What follows belongs to an exercise in optimizing a design on an open flow for small area; a production flow would make more cautious choices. Function was checked by simulation only, so behaviour that the tests miss may differ from the original. The clock port is modelled as an ideal driver; clocking choices that lean on that would not hold on a real chip.

<file path="flow/flow/run.sh">
#!/bin/bash
# The standard layout flow (standard.sh) with these changes:
#  - synthesis: the adder extraction step finds full adders only (extract_fa -fa; half
#    adders are left to ABC), and the final ABC technology mapping uses
#    flow/abc_area.script (an area-oriented mapping) instead of ORFS's
#    abc_speed.script. Everything else in synthesis (Yosys synth, flip-flop mapping,
#    register names) is unchanged.
#  - placement: every input and output port still gets its own buffer, but a buf_1
#    (buffer_ports -buffer_cell) instead of the default pick.
#  - CTS: the standard clock_tree_synthesis call, with clkbuf_8 buffers and without
#    dummy loads (-dont_use_dummy_load).
# Floorplan, power grid, tap cells, placement and routing are the standard ones.
set -euo pipefail
W=$(pwd)

# Synthesis script: synth_recipe.tcl, sourcing a copy of ORFS's synth.tcl in which the
# ABC script argument is replaced after synth_preamble.tcl has set it, and the
# extract_fa call is limited to full adders
sed -e "s#^source \$::env(SCRIPTS_DIR)/synth_preamble.tcl\$#&\nlset abc_args 1 $W/flow/abc_area.script#" \
    -e "s#^  extract_fa {\*}\[dont_use_extract_fa_args\]\$#  extract_fa -fa#" \
    "$FLOW_HOME/scripts/synth.tcl" > "$W/synth_orfs_area.tcl"
grep -q "lset abc_args 1" "$W/synth_orfs_area.tcl"
grep -q "^  extract_fa -fa\$" "$W/synth_orfs_area.tcl"
sed -e "s#^source \$::env(SCRIPTS_DIR)/synth.tcl\$#source $W/synth_orfs_area.tcl#" \
    synth_recipe.tcl > "$W/synth_recipe_area.tcl"
grep -q "synth_orfs_area.tcl" "$W/synth_recipe_area.tcl"
sed -e "s#SYNTH_SCRIPT=[^ ]*#SYNTH_SCRIPT=$W/synth_recipe_area.tcl#" standard.sh > "$W/standard_area.sh"
grep -q "synth_recipe_area.tcl" "$W/standard_area.sh"

export BUFFER_PORTS_ARGS="-buffer_cell sky130_fd_sc_hd__buf_1"
export CTS_ARGS="-sink_clustering_enable -repair_clock_nets -dont_use_dummy_load -buf_list sky130_fd_sc_hd__clkbuf_8"
bash "$W/standard_area.sh" > "$W/flow_make.log" 2>&1
</file>
<file path="flow/flow/abc_area.script">
strash
ifraig
scorr
dc2
dretime
strash
&get -n
&dch -f
&nf -R 1000 -p -F 8 -C 32
&put
</file>
<file path="flow/standard.sh">
#!/bin/bash
# synth_recipe.tcl (not shown) runs the flow's synth.tcl, then flattens the netlist and writes it again
# the make line also repeats each setting of config.mk as NAME=value (left out here)
make -C /OpenROAD-flow-scripts/flow DESIGN_CONFIG=/design/flow/config.mk WORK_HOME=/design/flow/orfs CLKGATE_MAP_FILE= SYNTH_SCRIPT=/design/flow/synth_recipe.tcl "${@:-finish}"
</file>
<file path="flow/config.mk">
export PLATFORM = sky130hd
export DESIGN_NAME = snake_game_top
export DESIGN_NICKNAME = snake_game_top
export VERILOG_FILES = /design/flow/design.v
export SDC_FILE = /design/flow/constraint.sdc
export NUM_CORES = 4
export LEC_CHECK = 0
export CAP_MARGIN = 20
export CORE_MARGIN = 2
export CORE_UTILIZATION = 40
export CTS_BUF_LIST = sky130_fd_sc_hd__clkbuf_8
export SLEW_MARGIN = 20
</file>
<file path="flow/constraint.sdc">
create_clock -name core_clock -period 7.0 [get_ports {clock_25}]
set_input_delay 1.4000 -clock core_clock [delete_from_list [all_inputs] [get_ports {clock_25}]]
set_output_delay 1.4000 -clock core_clock [all_outputs]
set_load 0.01 [all_outputs]
</file>
<file path="flow/design.v">
`timescale 1ns/1ps
`default_nettype none
module snake_game_top (
    input  logic       clock_25,
    input  logic       reset,            
    input  logic       game_tik,
    input  logic       right_btn,
    input  logic       left_btn,
    output logic [6:0] head_x,
    output logic [6:0] head_y,
    output logic [6:0] fruit_x,
    output logic [6:0] fruit_y,
    output logic [7:0] score,
    output logic [3:0] snake_length,
    output logic [1:0] heading,
    output logic       game_over
);
    localparam logic [2:0] ST_IDLE = 3'd4, ST_WAIT = 3'd0, ST_MOVING = 3'd2, ST_MOVE_DONE = 3'd1,
                           ST_EATEN = 3'd6, ST_FRUIT_UPDATE = 3'd7, ST_COLLISION = 3'd5;
    function automatic logic [7:0] sub7(input logic [6:0] a, input logic [6:0] b);
        logic c;
        c = 1'b1;
        for (int k = 0; k < 7; k++) begin
            sub7[k] = a[k] ^ ~b[k] ^ c;
            c = (a[k] & ~b[k]) | (a[k] & c) | (~b[k] & c);
        end
        sub7[7] = ~c;
    endfunction
    function automatic logic [5:0] addsub6(input logic [5:0] a, input logic [5:0] b, input logic sub);
        logic c;
        logic bb;
        c = sub;
        for (int k = 0; k < 6; k++) begin
            bb = b[k] ^ sub;
            addsub6[k] = a[k] ^ bb ^ c;
            c = (a[k] & bb) | (a[k] & c) | (bb & c);
        end
    endfunction
    function automatic logic [3:0] add42(input logic [3:0] a, input logic b, input logic c);
        logic k;
        add42[0] = a[0] ^ b ^ c;
        k = (a[0] & b) | (a[0] & c) | (b & c);
        add42[1] = a[1] ^ k;
        k = a[1] & k;
        add42[2] = a[2] ^ k;
        k = a[2] & k;
        add42[3] = a[3] ^ k;
    endfunction
    logic [6:0] lfsr_x_d, lfsr_y_d, head_x_d, head_y_d;
    logic [1:0] right_shift, left_shift;
    logic       right_pulse, left_pulse;
    always_ff @(posedge clock_25 or negedge reset) begin
        if (!reset) begin
            right_shift <= 2'b00;
            left_shift  <= 2'b00;
            right_pulse <= 1'b0;
            left_pulse  <= 1'b0;
        end else begin
            right_shift <= {right_shift[0], right_btn};
            left_shift  <= {left_shift[0], left_btn};
            right_pulse <= right_shift[0] & ~right_shift[1];
            left_pulse  <= left_shift[0] & ~left_shift[1];
        end
    end
    wire start_press = right_pulse | left_pulse;
    logic [2:0] state, next_state;
    logic       collision, fruit_eaten, fruit_bad;
    wire restart  = (state == ST_IDLE) || (state == ST_COLLISION);
    wire step     = state == ST_MOVE_DONE;
    wire eat      = state == ST_EATEN;
    wire resample = (state == ST_EATEN) || (state == ST_FRUIT_UPDATE);
    assign game_over = state == ST_COLLISION;
    always_comb begin
        next_state = state;
        case (state)
            ST_IDLE:         if (start_press) next_state = ST_WAIT;
            ST_WAIT:         if (game_tik) next_state = ST_MOVING;
            ST_MOVING:       next_state = ST_MOVE_DONE;
            ST_MOVE_DONE:    next_state = collision ? ST_COLLISION : fruit_eaten ? ST_EATEN : ST_WAIT;
            ST_EATEN:        next_state = ST_FRUIT_UPDATE;
            ST_FRUIT_UPDATE: if (!fruit_bad) next_state = ST_WAIT;
            ST_COLLISION:    if (start_press) next_state = ST_IDLE;
            default:         next_state = ST_IDLE;
        endcase
    end
    always_ff @(posedge clock_25 or negedge reset) begin
        if (!reset) state <= ST_IDLE;
        else        state <= next_state;
    end
    logic [1:0] turn;                
    always_ff @(posedge clock_25 or negedge reset) begin
        if (!reset)                         turn <= 2'b00;
        else if (restart)                   turn <= 2'b00;
        else if (right_pulse && left_pulse) turn <= 2'b00;
        else if (right_pulse)               turn <= 2'b10;
        else if (left_pulse)                turn <= 2'b01;
        else if (step)                      turn <= 2'b00;
    end
    logic [1:0] dir [0:13];
    logic [1:0] dir_n [0:13];        
    always_comb for (int i = 0; i < 14; i++) dir[i] = ~dir_n[i];
    always_ff @(posedge clock_25 or negedge reset) begin
        if (!reset)             heading <= 2'd0;
        else if (restart)       heading <= 2'd0;
        else if (turn != 2'b00) heading <= {~(dir[0][1] ^ dir[0][0]), dir[0][1] ^ turn[1]};
    end
    logic       grow_pending;        
    logic       len_sat;             
    logic [3:0] live;                
    assign snake_length = len_sat ? 4'd15 : 4'd6 + score[3:0];
    assign live = snake_length - 4'd1 - {3'b000, grow_pending};
    wire       step_vert = heading[1];
    wire       step_down = heading[0] ^ heading[1];       
    wire [6:0] step_from = step_vert ? head_y : head_x;
    logic [6:0] step_to;
    always_comb begin
        logic c;
        c = 1'b1;
        for (int k = 0; k < 7; k++) begin
            step_to[k] = step_from[k] ^ c;
            c = c & (step_from[k] ^ step_down);
        end
    end
    wire wall_hit = (head_x == 7'd0   && heading == 2'd1)
                 || (head_x == 7'd123 && heading == 2'd0)
                 || (head_y == 7'd0   && heading == 2'd2)
                 || (head_y == 7'd80  && heading == 2'd3);
    always_comb begin
        head_x_d = head_x;
        head_y_d = head_y;
        if (restart) begin
            head_x_d = 7'd8;
            head_y_d = 7'd40;
        end else if (step && !collision) begin
            if (step_vert) head_y_d = step_to;
            else           head_x_d = step_to;
        end
    end
    always_ff @(posedge clock_25) begin
        head_x <= head_x_d;
        head_y <= head_y_d;
    end
    always_ff @(posedge clock_25) begin
        if (step) begin
            dir_n[0] <= ~{heading[0] ^ heading[1], heading[0]};
            for (int i = 1; i < 14; i++) dir_n[i] <= dir_n[i-1];
        end
        if (restart)
            for (int i = 0; i < 5; i++) dir_n[i] <= 2'b11;
    end
    always_ff @(posedge clock_25) begin
        if (restart) begin
            grow_pending <= 1'b0;
            len_sat      <= 1'b0;
        end else if (eat) begin
            grow_pending <= ~len_sat;
            len_sat      <= len_sat | score[3];
        end else if (step) begin
            grow_pending <= 1'b0;
        end
    end
    logic [6:0] lfsr_x, lfsr_y;
    logic [6:0] lfsr_x_n, lfsr_y_n;      
    assign lfsr_x   = ~lfsr_x_n;
    assign lfsr_y   = ~lfsr_y_n;
    assign lfsr_x_d = {lfsr_x[5:0], lfsr_x[6] ^ lfsr_x[5]};
    assign lfsr_y_d = {lfsr_y[5:0], lfsr_y[6] ^ lfsr_y[5]};
    always_ff @(posedge clock_25 or negedge reset) begin
        if (!reset) begin
            lfsr_x_n <= ~7'b0011100;
            lfsr_y_n <= ~7'b0110000;
        end else begin
            lfsr_x_n <= ~lfsr_x_d;
            lfsr_y_n <= ~lfsr_y_d;
        end
    end
    always_ff @(posedge clock_25) begin
        if (restart) begin
            fruit_x <= 7'd8;
            fruit_y <= 7'd42;
        end else if (resample && (eat || fruit_bad)) begin
            fruit_x <= lfsr_x;
            fruit_y <= lfsr_y;
        end
    end
    logic [7:0] score_inc;
    always_comb begin
        logic c;
        c = 1'b1;
        for (int k = 0; k < 8; k++) begin
            score_inc[k] = score[k] ^ c;
            c = c & score[k];
        end
    end
    always_ff @(posedge clock_25 or negedge reset) begin
        if (!reset)       score <= 8'd0;
        else if (restart) score <= 8'd0;
        else if (eat)     score <= score_inc;
    end
    wire self_mode = state == ST_MOVING;
    wire [6:0] tgt_x = self_mode ? fruit_x : lfsr_x_d;
    wire [6:0] tgt_y = self_mode ? fruit_y : lfsr_y_d;
    wire [7:0] fx = sub7(tgt_x, head_x_d);
    wire [7:0] fy = sub7(tgt_y, head_y_d);
    wire fx_near = (fx[7:4] == 4'b0000) || (fx[7:4] == 4'b1111);
    wire fy_near = (fy[7:4] == 4'b0000) || (fy[7:4] == 4'b1111);
    wire [5:0] fu = addsub6({fx[4], fx[4:0]}, {fy[4], fy[4:0]}, 1'b0);
    wire [5:0] fw = addsub6({fx[4], fx[4:0]}, {fy[4], fy[4:0]}, 1'b1);
    wire fu_near = fu[5] == fu[4];
    wire fw_near = fw[5] == fw[4];
    wire self_next = (state == ST_WAIT) && game_tik;
    wire       near = fx_near & fy_near & fu_near & fw_near;
    logic       t_par;
    logic [3:0] t_u, t_w;
    always_ff @(posedge clock_25) begin
        t_par <= ~self_next & fu[0];
        t_u   <= self_next ? 4'b1111 : near ? ~fu[4:1] : 4'b0111;
        t_w   <= self_next ? 4'b1111 : ~fw[4:1];
    end
    logic [3:0] wu [0:7];
    logic [3:0] ww [0:7];
    logic       hit;
    always_comb begin
        wu[0] = t_u;
        ww[0] = t_w;
        for (int j = 0; j < 7; j++) begin
            wu[j+1] = add42(wu[j], dir[2*j][1], dir[2*j+1][1]);
            ww[j+1] = add42(ww[j], dir[2*j][0], dir[2*j+1][0]);
        end
        hit = 1'b0;
        for (int j = 0; j < 7; j++) begin
            if ((2*j < 5 || live > 4'(2*j)) && t_par == 1'b1
                && wu[j] == (dir[2*j][1] ? 4'(j - 1) : 4'(j))
                && ww[j] == (dir[2*j][0] ? 4'(j - 1) : 4'(j)))
                hit = 1'b1;
            if ((2*j+1 < 5 || live > 4'(2*j+1)) && t_par == 1'b0
                && wu[j+1] == 4'(j) && ww[j+1] == 4'(j))
                hit = 1'b1;
        end
    end
    wire tgt_on_head = !t_par && t_u == 4'b1111 && t_w == 4'b1111;
    logic check;
    always_ff @(posedge clock_25)
        check <= hit | (~self_mode & (lfsr_x >= 7'd124 || lfsr_y >= 7'd81 || tgt_on_head));
    assign fruit_eaten = tgt_on_head;
    assign collision   = check | wall_hit;
    assign fruit_bad   = check;
endmodule
`default_nettype wire
</file>
==> out/qor.log, run 1 <==
qor: timing.fmax 0.162 GHz
qor: setup_path.path_class register to register
qor: setup_path.worst_path_largest_cell_delay 0.73 ns
qor: floorplanning.ios 48
qor: routing.initial_drt_pass_iterations 5
qor: placed_design.port_buffers 47
qor: clocking.clkTransAtPathRegs 0.10 ns
qor: routing.totalWireLength 12.9 mm
qor: clocking.post_cts.resized_instances 0
qor: floorplanning.die_x 122 um
qor: routing.routedWlPerCell 15.8 um
qor: setup_path.critPathLaunchType register
qor: grt.maximum_number_of_pins_on_one_net_before_global_route_repair 36
qor: run_status.status complete, no violations
qor: final_layout.final_cell_mix sky130_fd_sc_hd__a21oi_1, sky130_fd_sc_hd__nand2_1, sky130_fd_sc_hd__o21ai_0
qor: clocking.cts.sinks 103
qor: timing.timing.setup.tns 0 ns
qor: synth.synth-seq-cells 103
qor: synth.synth_enable_flop_cells 18
qor: floorplanning.design.core.area 13700 um^2
qor: timing.setup-violations-final 0
qor: setup_path.worstPathRequired 7.30 ns
qor: grt.global_route.usage.total 18.5%
qor: synth.postSynthAreaPerCell 9.69 um^2
qor: routing.avgViaCountPerCell 5.38
qor: synth.seq_area_frac_synth 43.6%
qor: timing.final_hold_viol_count 0
qor: floorplanning.std_cell_rows 43
qor: routing.drc_errors 0
qor: final_layout.area_growth_syn_to_layout 10.1%
qor: routing.dr_total_vias 4382
qor: synth.netlist_instances 575
qor: final_layout.antenna_fix_cells 0
qor: timing.grt_setup_unrepaired no
qor: timing.timing_max_transition_violations_final 0
qor: grt.first_global_vias 4270
qor: clocking.cts_tree built
qor: job.cap_viol_max_count 0
qor: synth.async_flop_share 34.0%
qor: routing.count_of_routing_violations_after_the_opening_detailed_route_iteration 278
qor: setup_path.timing.critical_path.arrival 6.46 ns
qor: synth.synthFlopType sky130_fd_sc_hd__dfxtp_1
qor: grt.grt_first_pass_wirelength 21.3 mm
qor: clocking.post_cts.repair.setup_buffers 0
qor: placed_design.place.gp.congestion 0.904
qor: timing.tightest_pin_transition 1.03 ns
qor: grt.number_of_antenna_violations_at_the_first_check_in_global_routing 0
qor: placed_design.post-dp-hpwl 9.87 mm
qor: min_path.hold_path.class register to register
qor: clocking.clock_insertion_delay_worst_skew 0.38 ns
qor: clocking.numCtsBuffers 9
qor: setup_path.worst_setup_path_end_kind register
qor: final_layout.final_common_cell sky130_fd_sc_hd__a21oi_1
qor: setup_path.timing.critical_path.cells nor3b_1 -> o211ai_1 -> a21oi_1 -> nor3_1 -> nor3b_1 -> nor2b_1 -> o21ai_0 -> fa_1 -> fa_1 -> clkinv_1 -> fa_1 -> fa_1 -> clkinv_1 -> fa_1 -> xor2_1 -> nand3_1 -> a2111oi_0 -> buf_4 -> clkinv_1 -> o21ai_0
qor: routing.final_antenna_net_count 0
qor: floorplanning.die_h 122 um
qor: timing.final_worst_path_cycle_share 88.0%
qor: floorplanning.floorplan.initialDensity 40.6%
qor: final_layout.num-fill-cells 1321
qor: timing.timing.clock.skew 0.0298 ns
qor: synth.ys_warn_count 5
qor: final_layout.regArea 2430 um^2
qor: synth.syn_area 5570 um^2
qor: setup_path.timing.critical_path.slowest_stage_cell sky130_fd_sc_hd__nor3b_1
qor: timing.min_cycle_time_layout 6.16 ns
qor: synth.synth.distinct_cells 46
qor: clocking.cts_hold_buf 0
qor: floorplanning.die_outline_area 14900 um^2
qor: final_layout.layout.nets 676
qor: final_layout.post_route_cells_drive_above_1_share 4.25%
qor: synth.postSynthNetCount 614
qor: timing.max-slew-margin-rel 31.6%
qor: grt.grt_remaining_overflow 0
qor: final_layout.multi_input_comb_area 3020 um^2
qor: setup_path.cpMostUsedCell sky130_fd_sc_hd__fa_1
qor: setup_path.cp_max_fo 19
-- cells in the mapped netlist, drive strengths merged, types with 2 or more instances --
| library cell | number | area share, % |
|---|---|---|
| nand4 | 8 | 0.90 |
| o32ai | 2 | 0.31 |
| nand3 | 9 | 0.81 |
| xor2 | 31 | 4.9 |
| or4 | 3 | 0.40 |
| nor4bb | 2 | 0.36 |
| fa | 34 | 12 |
| nor2b | 19 | 2.1 |
| o21ai | 51 | 4.6 |
| nand2b | 12 | 1.3 |
| edfxtp | 18 | 9.7 |
| dfxtp | 50 | 18 |
| xnor2 | 20 | 3.1 |
| nor3b | 4 | 0.54 |
| nand2 | 56 | 3.8 |
| a211oi | 3 | 0.40 |
| dfrtp | 25 | 11 |
| dfstp | 10 | 4.7 |
| nor4b | 3 | 0.47 |
| nor3 | 21 | 1.9 |
| a31oi | 4 | 0.45 |
| nor4 | 4 | 0.45 |
| and2 | 2 | 0.22 |
| o31ai | 3 | 0.40 |
| nor2 | 40 | 2.7 |
| o22ai | 3 | 0.34 |
| or3 | 3 | 0.34 |
| and3 | 7 | 0.79 |
| clkinv | 32 | 2.2 |
| mux2i | 8 | 1.4 |
| a21oi | 73 | 6.6 |
-- state kept, by name, summed over array words and instances, names as in the netlist, 3 cells and up --
signal    count
dir_n        28
fruit_x       7
fruit_y       7
head_x        7
head_y        7
lfsr_x_n      7
lfsr_y_n      7
score         8
state         3
t_u           4
t_w           4
-- layer usage --
layer  routed length (um)  vias up  global-route usage, %  share of wire, %
met5                    0        -                      0                 0
met4                  312        0                   7.61               2.4
met3                  654       19                   4.78               5.1
met2                 6040      124                   29.3                47
met1                 5870     2101                   24.1                46
li1                     -     2138                      -                 -
-- worst max-delay path, delay by kind of cell, from the launching register on --
kind | cells | cell delay [ns]
compound gates | 5 | 0.93
xor+xnor | 1 | 0.17
fa+ha+maj | 5 | 2.25
buf+inv | 4 | 0.42
flops | 1 | 0.63
simple gates | 5 | 1.69
-- through the flow --
| step | util, % | cell area, um^2 | hold slack (ns) | setup WS (ns) | cells |
|---|---|---|---|---|---|
| after floorplan | - | 5570 | 0.347 | 1.01 | 575 |
| after global placement | 43.8 | 6010 | 0.351 | 1.16 | 806 |
| after detailed placement | 43.8 | 6010 | 0.358 | 0.867 | 806 |
| after CTS | 44.7 | 6130 | 0.385 | 0.841 | 815 |
| after global routing | 44.7 | 6130 | 0.399 | 0.268 | 815 |
| final | 44.7 | 6130 | 0.384 | 0.839 | 815 |
-- cell families (layout without fill, tap and decap cells) --
family                     Yosys count  after routing  synth area share, %
xor gates and xnor gates            51             51                 8.02
buffers and inverters               33             93                 2.29
muxes                                9              9                 1.64
DFF                                103            103                 43.6
and+or+nand+nor                    195            195                 17.4
adders and majority gates           34             34                 12.2
AOI/OAI and AO/OA                  150            150                 14.8
-- path summary, 6_finish.rpt --
check,startpoint,to,cells past startpoint,slack (ns)
setup / recovery,heading[1],t_u[3],20,0.84
hold / removal,left_shift[0],left_shift[1],0,0.38
max in group asynchronous,reset,score[0],1,5.26
setup reg to reg,heading[1],t_u[3],20,0.84
hold reg to reg,left_shift[0],left_shift[1],0,0.38
min in group asynchronous,reset,lfsr_y_n[4],1,1.15
-- area by class of cell --
type / instances / share of cell area (%)
clock buffers: 9 / 2.02
multi-input cells: 439 / 49.2
flip-flops and latches: 103 / 39.6
well taps: 180 / 3.67
repair buffers: 52 / 3.51
inverters: 32 / 1.96
==> run 2: changes to the inputs <==
--- a/flow/flow/run.sh
+++ b/flow/flow/run.sh
@@ -28,5 +28,5 @@
 grep -q "synth_recipe_area.tcl" "$W/standard_area.sh"
 
 export BUFFER_PORTS_ARGS="-buffer_cell sky130_fd_sc_hd__buf_1"
-export CTS_ARGS="-sink_clustering_enable -repair_clock_nets -dont_use_dummy_load -buf_list sky130_fd_sc_hd__clkbuf_8"
+export CTS_ARGS="-sink_clustering_enable -repair_clock_nets -dont_use_dummy_load -buf_list sky130_fd_sc_hd__clkbuf_8 -sink_buffer_max_cap_derate 1.0"
 bash "$W/standard_area.sh" > "$W/flow_make.log" 2>&1
==> run 2 against run 1 <==
Net effect:
- still clean
- setup slack unchanged
- via count is the same
- synthesized area did not move
- non-clock buffer count did not move
- critical path depth did not move
- utilization stayed put
- routed wire length is the same
- largest cell class unchanged
==> out/qor.log, run 2 <==
qor: run_status.status complete, no violations
qor: floorplanning.design.core.area 13700 um^2
qor: synth.synth_enable_flop_cells 18
qor: synth.postSynthAreaPerCell 9.69 um^2
qor: setup_path.critPathLaunchType register
qor: timing.timing.setup.tns 0 ns
qor: min_path.hold_path.class register to register
qor: setup_path.critical_path.n_buffers_inverters 4
qor: grt.maximum_number_of_pins_on_one_net_before_global_route_repair 36
qor: synth.ys_top_cells_by_count sky130_fd_sc_hd__a21oi_1, sky130_fd_sc_hd__nand2_1, sky130_fd_sc_hd__o21ai_0, sky130_fd_sc_hd__dfxtp_1, sky130_fd_sc_hd__nor2_1
qor: routing.topRoutingLayerUsed met4
qor: setup_path.cp_max_fo 19
qor: timing.timing_max_transition_violations_final 0
qor: placed_design.place.gp.congestion 0.904
qor: synth.synthDominantAreaCellType sky130_fd_sc_hd__dfxtp_1
qor: floorplanning.die_h 122 um
qor: final_layout.top_register dir_n
qor: synth.syn_area 5570 um^2
qor: routing.dr_total_vias 4382
qor: timing.tightest_pin_transition 1.03 ns
qor: setup_path.timing.critical_path.slowest_stage_cell sky130_fd_sc_hd__nor3b_1
qor: setup_path.timing.critical_path.cells nor3b_1 -> o211ai_1 -> a21oi_1 -> nor3_1 -> nor3b_1 -> nor2b_1 -> o21ai_0 -> fa_1 -> fa_1 -> clkinv_1 -> fa_1 -> fa_1 -> clkinv_1 -> fa_1 -> xor2_1 -> nand3_1 -> a2111oi_0 -> buf_4 -> clkinv_1 -> o21ai_0
qor: routing.met2_length 6.04 mm
qor: floorplanning.die_outline_area 14900 um^2
qor: synth.synth.top_cell.area_share 18.0%
qor: synth.synthFlopType sky130_fd_sc_hd__dfxtp_1
qor: timing.setup-violations-final 0
qor: clocking.clkTransAtPathRegs 0.10 ns
qor: routing.met3WireLength 654 um
qor: final_layout.largestRegisters dir_n (28), score (8)
qor: synth.yosys.cell_count.top_type sky130_fd_sc_hd__a21oi_1
qor: final_layout.final_common_cell sky130_fd_sc_hd__a21oi_1
qor: final_layout.largest_register_ffs 28
qor: final_layout.final_cell_mix sky130_fd_sc_hd__a21oi_1, sky130_fd_sc_hd__nand2_1, sky130_fd_sc_hd__o21ai_0
qor: setup_path.worst_setup_path_end_kind register
qor: synth.synth-seq-cells 103
qor: job.cap_viol_max_count 0
qor: final_layout.postLayoutCellArea 6130 um^2
qor: setup_path.cpMostUsedCell sky130_fd_sc_hd__fa_1
qor: synth.synth.distinct_cells 46
qor: placed_design.port_buffers 47
qor: final_layout.antenna_fix_cells 0
qor: final_layout.layout.nets 676
qor: timing.min_cycle_time_layout 6.16 ns
qor: routing.drc_errors 0
qor: floorplanning.ios 48
qor: routing.totalWireLength 12.9 mm
qor: timing.final_hold_viol_count 0
qor: routing.initial_drt_pass_iterations 5
qor: setup_path.critical_path.top_delay_family adder cells
qor: clocking.cts_tree built
qor: synth.post_synth_main_area_contributors sky130_fd_sc_hd__dfxtp_1, sky130_fd_sc_hd__fa_1, sky130_fd_sc_hd__dfrtp_1
qor: grt.number_of_antenna_violations_at_the_first_check_in_global_routing 0
qor: floorplanning.std_cell_rows 43
qor: synth.async_flop_share 34.0%
qor: timing.grt_setup_unrepaired no
qor: setup_path.timing.critical_path.arrival 6.46 ns
qor: routing.drt-met1-wl 5.87 mm
qor: clocking.numCtsBuffers 9
qor: setup_path.worstPathRequired 7.30 ns
qor: routing.final_antenna_net_count 0
qor: setup_path.worst_path_largest_cell_delay 0.73 ns
qor: timing.timing.clock.skew 0.0298 ns
qor: clocking.clock_insertion_delay_worst_skew 0.38 ns
qor: placed_design.post-dp-hpwl 9.87 mm
qor: clocking.cts.sinks 103
qor: final_layout.post_route_cells_drive_above_1_share 4.25%
qor: grt.first_global_vias 4270
qor: grt.grt_first_pass_wirelength 21.3 mm
qor: placed_design.placement.cell_area 6010 um^2
qor: routing.routedWlPerCell 15.8 um
qor: setup_path.path_class register to register
qor: timing.fmax 0.162 GHz
qor: synth.netlist_instances 575
qor: timing.final_worst_path_cycle_share 88.0%
qor: clocking.post_cts.repair.setup_buffers 0
qor: grt.grt_remaining_overflow 0
qor: clocking.post_cts.resized_instances 0
qor: grt.global_route.usage.total 18.5%
qor: floorplanning.die_x 122 um
qor: routing.count_of_routing_violations_after_the_opening_detailed_route_iteration 278
qor: clocking.cts_hold_buf 0
qor: floorplanning.floorplan.initialDensity 40.6%
qor: synth.ys_warn_count 5
qor: synth.seq_area_frac_synth 43.6%
qor: routing.avgViaCountPerCell 5.38
qor: timing.max-slew-margin-rel 31.6%
qor: synth.postSynthNetCount 614
qor: final_layout.area_growth_syn_to_layout 10.1%
[run 2: metrics by stage]
| stage | hold slack (ns) | std cells | util, % | setup WS [ns] |
|---|---|---|---|---|
| detailed placement | 0.358 | 806 | 43.8 | 0.867 |
| finish | 0.384 | 815 | 44.7 | 0.839 |
| floorplan | 0.347 | 575 | - | 1.01 |
| global placement | 0.351 | 806 | 43.8 | 1.16 |
| CTS | 0.385 | 815 | 44.7 | 0.841 |
| global route | 0.399 | 815 | 44.7 | 0.268 |
[run 2: cell families after synthesis]
family / count (synthesis) / synth area share (%)
buffers and inverters: 33 / 2.29
multiplexers: 9 / 1.64
flip-flops: 103 / 43.6
AND/OR/NAND/NOR: 195 / 17.4
adder cells (fa/ha/maj): 34 / 12.2
XOR/XNOR: 51 / 8.02
AO/OA/AOI/OAI: 150 / 14.8
[run 2: final cells by class]
cell class | instances | area (um^2)
fillers | 1321 | 7590
multi-input cells | 439 | 3020
flip-flops and latches | 103 | 2430
well taps | 180 | 225
repair buffers | 52 | 215
clock buffers | 9 | 124
inverters | 32 | 120
[run 2: worst reg2reg max path, delay by kind of cell (launching register included)]
family | cells | cell delay (ns)
flops | 1 | 0.63
xor+xnor | 1 | 0.17
simple gates | 5 | 1.69
compound gates | 5 | 0.93
fa+ha+maj | 5 | 2.25
buf+inv | 4 | 0.42
[run 2: worst paths after layout]
path                       depth (start not counted)  slack, ns       endpoint          start
hold / removal                                     0       0.38  left_shift[1]  left_shift[0]
setup / recovery                                  20       0.84         t_u[3]     heading[1]
max in group asynchronous                          1       5.26       score[0]          reset
hold reg to reg                                    0       0.38  left_shift[1]  left_shift[0]
min in group asynchronous                          1       1.15    lfsr_y_n[4]          reset
setup reg to reg                                  20       0.84         t_u[3]     heading[1]
[run 2: layer usage]
metal / GRT usage, % / vias up
li1: - / 2138
met1: 24.1 / 2101
met2: 29.3 / 124
met3: 4.78 / 19
met4: 7.61 / 0
met5: 0 / -
==> run 3: changes to the inputs <==
--- a/flow/flow/run.sh
+++ b/flow/flow/run.sh
@@ -28,5 +28,5 @@
 grep -q "synth_recipe_area.tcl" "$W/standard_area.sh"
 
 export BUFFER_PORTS_ARGS="-buffer_cell sky130_fd_sc_hd__buf_1"
-export CTS_ARGS="-sink_clustering_enable -repair_clock_nets -dont_use_dummy_load -buf_list sky130_fd_sc_hd__clkbuf_8 -sink_buffer_max_cap_derate 1.0"
+export CTS_ARGS="-sink_clustering_enable -repair_clock_nets -dont_use_dummy_load -buf_list sky130_fd_sc_hd__clkbuf_8 -sink_buffer_max_cap_derate 0.5"
 bash "$W/standard_area.sh" > "$W/flow_make.log" 2>&1
==> run 3 against run 2 <==
Net effect:
- still clean
- routed wire length unchanged
- setup slack unchanged
- clock skew unchanged
- non-clock buffer count unchanged
- cell area stayed put
- register-to-register slack is essentially flat
- maximum frequency did not move
- final cell count stayed put
- die area stayed put
- critical path type unchanged
- critical endpoint unchanged
==> out/qor.log, run 3 <==
qor: setup_path.worstPathRequired 7.30 ns
qor: setup_path.path_class register to register
qor: clocking.cts_hold_buf 0
qor: setup_path.timing.critical_path.cells nor3b_1 -> o211ai_1 -> a21oi_1 -> nor3_1 -> nor3b_1 -> nor2b_1 -> o21ai_0 -> fa_1 -> fa_1 -> clkinv_1 -> fa_1 -> fa_1 -> clkinv_1 -> fa_1 -> xor2_1 -> nand3_1 -> a2111oi_0 -> buf_4 -> clkinv_1 -> o21ai_0
qor: grt.global_route.usage.total 18.5%
qor: placed_design.place.gp.congestion 0.904
qor: placed_design.port_buffers 47
qor: clocking.post_cts.resized_instances 0
qor: clocking.cts_tree built
qor: grt.first_global_vias 4270
qor: job.cap_viol_max_count 0
qor: routing.avgViaCountPerCell 5.38
qor: timing.tightest_pin_transition 1.03 ns
qor: synth.synth-seq-cells 103
qor: grt.grt_remaining_overflow 0
qor: min_path.whs_endpoint left_shift[1]
qor: routing.initial_drt_pass_iterations 5
qor: synth.synth.distinct_cells 46
qor: setup_path.timing.critical_path.arrival 6.46 ns
qor: final_layout.largestRegisters dir_n (28), score (8)
qor: clocking.cts.sinks 103
qor: floorplanning.std_cell_rows 43
qor: grt.grt_first_pass_wirelength 21.3 mm
qor: timing.grt_setup_unrepaired no
qor: setup_path.critical_path.top_delay_family adder cells
qor: floorplanning.die_x 122 um
qor: grt.number_of_antenna_violations_at_the_first_check_in_global_routing 0
qor: routing.final_antenna_net_count 0
qor: setup_path.critPathLaunchType register
qor: synth.synth_enable_flop_cells 18
qor: synth.synthDominantAreaCellType sky130_fd_sc_hd__dfxtp_1
qor: floorplanning.die_outline_area 14900 um^2
qor: final_layout.final_cell_mix sky130_fd_sc_hd__a21oi_1, sky130_fd_sc_hd__nand2_1, sky130_fd_sc_hd__o21ai_0
qor: routing.drc_errors 0
qor: floorplanning.design.core.area 13700 um^2
qor: final_layout.num-fill-cells 1321
qor: timing.fmax 0.162 GHz
qor: setup_path.ff2ff_setup_slack 0.84 ns
qor: synth.ys_warn_count 5
qor: timing.setup-violations-final 0
qor: floorplanning.die_h 122 um
qor: final_layout.antenna_fix_cells 0
qor: final_layout.final_common_cell sky130_fd_sc_hd__a21oi_1
qor: timing.timing.setup.tns 0 ns
qor: timing.min_cycle_time_layout 6.16 ns
qor: floorplanning.ios 48
qor: synth.synthFlopType sky130_fd_sc_hd__dfxtp_1
qor: final_layout.top_register dir_n
qor: synth.post_synth_main_area_contributors sky130_fd_sc_hd__dfxtp_1, sky130_fd_sc_hd__fa_1, sky130_fd_sc_hd__dfrtp_1
qor: timing.timing_max_transition_violations_final 0
qor: final_layout.largest_register_ffs 28
qor: routing.dr_total_vias 4382
qor: synth.yosys.cell_count.top_type sky130_fd_sc_hd__a21oi_1
qor: clocking.clock_insertion_delay_worst_skew 0.38 ns
qor: synth.synth.top_cell.area_share 18.0%
qor: floorplanning.floorplan.initialDensity 40.6%
qor: clocking.numCtsBuffers 9
qor: final_layout.area_growth_syn_to_layout 10.1%
qor: timing.final_worst_path_cycle_share 88.0%
qor: timing.final_hold_viol_count 0
qor: synth.seq_area_frac_synth 43.6%
qor: routing.routedWlPerCell 15.8 um
qor: min_path.worst_hold_start left_shift[0]
qor: setup_path.cpMostUsedCell sky130_fd_sc_hd__fa_1
qor: synth.netlist_instances 575
qor: synth.postSynthAreaPerCell 9.69 um^2
qor: final_layout.post_route_cells_drive_above_1_share 4.25%
qor: setup_path.timing.rr.start heading[1]
qor: setup_path.cp_max_fo 19
qor: synth.ys_top_cells_by_count sky130_fd_sc_hd__a21oi_1, sky130_fd_sc_hd__nand2_1, sky130_fd_sc_hd__o21ai_0, sky130_fd_sc_hd__dfxtp_1, sky130_fd_sc_hd__nor2_1
qor: routing.count_of_routing_violations_after_the_opening_detailed_route_iteration 278
qor: final_layout.layout.nets 676
qor: placed_design.post-dp-hpwl 9.87 mm
qor: routing.totalWireLength 12.9 mm
qor: min_path.hold_path.class register to register
qor: setup_path.worst_setup_path_end_kind register
qor: run_status.status complete, no violations
qor: clocking.clkTransAtPathRegs 0.10 ns
qor: setup_path.critical_path.n_buffers_inverters 4
qor: synth.async_flop_share 34.0%
qor: clocking.post_cts.repair.setup_buffers 0
qor: min_path.hold_depth 0
qor: setup_path.worst_path_largest_cell_delay 0.73 ns
qor: timing.fin_worst_hold_slack 0.384 ns
qor: grt.maximum_number_of_pins_on_one_net_before_global_route_repair 36
qor: setup_path.crit-reg2reg-capture t_u[3]
qor: synth.postSynthNetCount 614
qor: timing.timing.clock.skew 0.0298 ns
qor: synth.syn_area 5570 um^2
qor: timing.max-slew-margin-rel 31.6%
qor: setup_path.timing.critical_path.slowest_stage_cell sky130_fd_sc_hd__nor3b_1
qor: setup_path.worst-r2r-cell-count 20
run 3: cell counts after synthesis:
No cell type changed its count.
run 3: logic make-up (layout without fill, tap and decap cells):
logic type	Yosys count	count (layout)	share of synthesized area, %
multiplexers	9	9	1.64
AO/OA/AOI/OAI	150	150	14.8
adder cells (fa/ha/maj)	34	34	12.2
flip-flops	103	103	43.6
buffers and inverters	33	93	2.29
XOR/XNOR	51	51	8.02
AND/OR/NAND/NOR	195	195	17.4
run 3: worst max-delay path by stage:
stage,from,to,slack (ns),depth (start not counted)
4_1_cts,heading[1],t_u[3],0.84,20
3_5_place_dp,heading[1],t_u[3],0.87,20
6_report,heading[1],t_u[3],0.84,20
2_1_floorplan,state[2],t_u[3],1.01,18
5_1_grt,heading[1],t_u[3],0.27,21
3_3_place_gp,heading[1],t_u[3],1.16,20
run 3: worst register-to-register path, cell delays in order (launching register included):
cell and delay, ns:
sky130_fd_sc_hd__dfrtp_1 0.63, sky130_fd_sc_hd__nor3b_1 0.26, sky130_fd_sc_hd__o211ai_1 0.17, sky130_fd_sc_hd__a21oi_1 0.06
sky130_fd_sc_hd__nor3_1 0.35, sky130_fd_sc_hd__nor3b_1 0.73, sky130_fd_sc_hd__nor2b_1 0.24, sky130_fd_sc_hd__o21ai_0 0.17
sky130_fd_sc_hd__fa_1 0.46, sky130_fd_sc_hd__fa_1 0.55, sky130_fd_sc_hd__clkinv_1 0.11, sky130_fd_sc_hd__fa_1 0.44
sky130_fd_sc_hd__fa_1 0.37, sky130_fd_sc_hd__clkinv_1 0.06, sky130_fd_sc_hd__fa_1 0.43, sky130_fd_sc_hd__xor2_1 0.17
sky130_fd_sc_hd__nand3_1 0.11, sky130_fd_sc_hd__a2111oi_0 0.39, sky130_fd_sc_hd__buf_4 0.20, sky130_fd_sc_hd__clkinv_1 0.05
sky130_fd_sc_hd__o21ai_0 0.14
run 3: per-layer routing:
metal | wire length [um] | track usage [%]
met5 | 0 | 0
met1 | 5870 | 24.1
met3 | 654 | 4.78
met2 | 6040 | 29.3
met4 | 312 | 7.61
run 3: per-stage QoR:
stage | worst slack [ns] | utilization (%) | cells | instance area [um^2]
6_report | 0.839 | 44.7 | 815 | 6130
5_1_grt | 0.268 | 44.7 | 815 | 6130
4_1_cts | 0.841 | 44.7 | 815 | 6130
3_5_place_dp | 0.867 | 43.8 | 806 | 6010
3_3_place_gp | 1.16 | 43.8 | 806 | 6010
2_1_floorplan | 1.01 | - | 575 | 5570
run 3: final cells by class:
class	count	area (um^2)	area share (%)
multi-input cells	439	3020	49.2
flip-flops and latches	103	2430	39.6
clock buffers	9	124	2.02
well taps	180	225	3.67
inverters	32	120	1.96
repair buffers	52	215	3.51

## afterwards: timing with drivers on the ports
Ports are ideal in the flow. The routed layouts listed here were re-timed in OpenROAD.
Step 1, drivers: a clkbuf_16 drives clock_25 and a buf_2 each remaining input, both assumed.
Step 2, shift: input delay + t, output delay - t, t = (earliest + latest rising clock arrival at the registers) / 2. This alone moves slack from input paths to output paths.
Three values: no drivers, after step 1, after step 2; two values: the first two.
run	t, ns	setup WS [ns]	latest minus earliest clock arrival (ns)	pins driven straight from the clock port
run 1	0.399	0.839 / 0.839 / 0.839	0.030 / 0.030	1
run 2	0.399	0.839 / 0.839 / 0.839	0.030 / 0.030	1
run 3	0.399	0.839 / 0.839 / 0.839	0.030 / 0.030	1
After both steps every run listed still meets setup and hold.
